Context: an optimization exercise on an open-source flow, tuned for small area. The choices shown serve that exercise and are no tape-out recipe. Where RTL was checked, it was by simulation tests only, not by an equivalence proof against the original. Power is estimated from default activity; no workload was simulated.

==> module phaser, before the edit <==
module phaser (
  input  logic                 clock,
  input  logic                 rst_n,
  input  logic                 run_en,     
  input  logic                 dps_lock,   
  input  logic                 psdone,     
  input  logic                 fire,       
  input  logic                 clear,      
  input  dps_pkg::vme_phase_t  target,     
  output logic                 busy,       
  output logic                 psen,       
  output logic                 psincdec,   
  output logic [2:0]           sm_vec      
);
  logic [2:0] state;
  logic [7:0] idx;    
  logic [2:0] off;    
  logic go_up;
  logic arrived;
  logic off_zero;
  logic gap5;         
  logic gap5_prev;    
  logic [4:0] im1;
  logic wrap;         
  logic [7:0] tog;    
  logic [2:0] off_up;
  logic [2:0] off_dn;
  assign gap5      = ~(idx[0] ^ (idx[4] & (|idx[3:0])));
  assign im1       = idx[4:0] - 5'd1;
  assign gap5_prev = ~(im1[0] ^ (im1[4] & (|im1[3:0])));
  assign off_zero = ~(|off);
  assign go_up    = target > idx;
  assign arrived  = (target == idx) && off_zero;
  assign off_up = (off == 3'b110 && gap5) ? 3'b000 : {off[1:0], ~off[2]};
  assign off_dn = off_zero ? {1'b1, gap5_prev, 1'b0} : {~off[0], off[2:1]};
  assign wrap = go_up ? ((off == 3'b100) || (off == 3'b110 && gap5)) : off_zero;
  always_comb begin
    tog[0] = 1'b1;
    for (int b = 1; b < 8; b++) begin
      tog[b] = tog[b-1] & (idx[b-1] == go_up);
    end
  end
  assign busy   = state[2] | (state[1] & state[0]);
  assign sm_vec = state;
  always_ff @(posedge clock or negedge rst_n) begin
    if (!rst_n) begin
      state    <= dps_pkg::ST_WAIT_MAIN;
      idx      <= '0;
      off      <= '0;
      psen     <= 1'b0;
      psincdec <= 1'b0;
    end else begin
      psen <= 1'b0;
      if (!run_en) begin
        state <= dps_pkg::ST_WAIT_MAIN;
      end else if (clear) begin
        state <= dps_pkg::ST_WAIT_DPS;
        idx   <= '0;
        off   <= '0;
      end else begin
        case (state)
          dps_pkg::ST_WAIT_MAIN: state <= dps_pkg::ST_WAIT_DPS;
          dps_pkg::ST_WAIT_DPS:  if (dps_lock) state <= dps_pkg::ST_IDLE;
          dps_pkg::ST_IDLE:      if (fire) state <= dps_pkg::ST_STEP;
          dps_pkg::ST_STEP: begin
            if (arrived) begin
              state <= dps_pkg::ST_UNFIRE;
            end else begin
              psen     <= 1'b1;
              psincdec <= go_up;
              state    <= dps_pkg::ST_WAIT_DONE;
              off      <= go_up ? off_up : off_dn;
              if (wrap) begin
                idx <= idx ^ tog;
              end
            end
          end
          dps_pkg::ST_WAIT_DONE: if (psdone) state <= dps_pkg::ST_STEP;
          dps_pkg::ST_UNFIRE:    if (!fire) state <= dps_pkg::ST_IDLE;
          default:               state <= dps_pkg::ST_WAIT_MAIN;
        endcase
      end
    end
  end
endmodule
make LEC_CHECK=0 CAP_MARGIN=20 CORE_MARGIN=2 CORE_UTILIZATION=40 SLEW_MARGIN=20 finish   # period 6.0 ns
run.sh (not shown) runs the stock make flow with config.mk's settings and CLKGATE_MAP_FILE= SYNTH_SCRIPT=/design/flow/synth_recipe.tcl, a recipe that flattens the netlist after the stock synthesis.
Then changed:
--- a/flow/design.v
+++ b/flow/design.v
@@ -104,12 +104,22 @@
   logic [2:0] off_dn;
   assign gap5      = ~(idx[0] ^ (idx[4] & (|idx[3:0])));
   assign im1       = idx[4:0] - 5'd1;
   assign gap5_prev = ~(im1[0] ^ (im1[4] & (|im1[3:0])));
   assign off_zero = ~(|off);
-  assign go_up    = target > idx;
-  assign arrived  = (target == idx) && off_zero;
+  logic [8:0] cu;
+  logic [8:0] cd;
+  always_comb begin
+    cu[0] = 1'b0;
+    cd[0] = ~off_zero;
+    for (int b = 0; b < 8; b++) begin
+      cu[b+1] = (target[b] & ~idx[b]) | (cu[b] & (target[b] | ~idx[b]));
+      cd[b+1] = (idx[b] & ~target[b]) | (cd[b] & (idx[b] | ~target[b]));
+    end
+  end
+  assign go_up    = cu[8];
+  assign arrived  = ~cu[8] & ~cd[8];
   assign off_up = (off == 3'b110 && gap5) ? 3'b000 : {off[1:0], ~off[2]};
   assign off_dn = off_zero ? {1'b1, gap5_prev, 1'b0} : {~off[0], off[2:1]};
   assign wrap = go_up ? ((off == 3'b100) || (off == 3'b110 && gap5)) : off_zero;
   always_comb begin
     tog[0] = 1'b1;
- power drops by 3.7%
- via count barely changes
- final area falls by 2.3%
- register-to-register slack gets worse by 0.14 ns
- worst hold slack gets better by 0.0060 ns
- clock-buffer cell count increases by 4
- sequential share of layout area increases by 0.88 points
- die area came out lower by 2.9%
- wire length drops by 1.5%
- global-route usage is higher by 0.12 points
- combinational power decreases by 28%
- synthesized cell count stays flat
- clock power came out higher by 7.7%
Only the layout flow was run in the first run of this note; the RTL was not checked for function there.
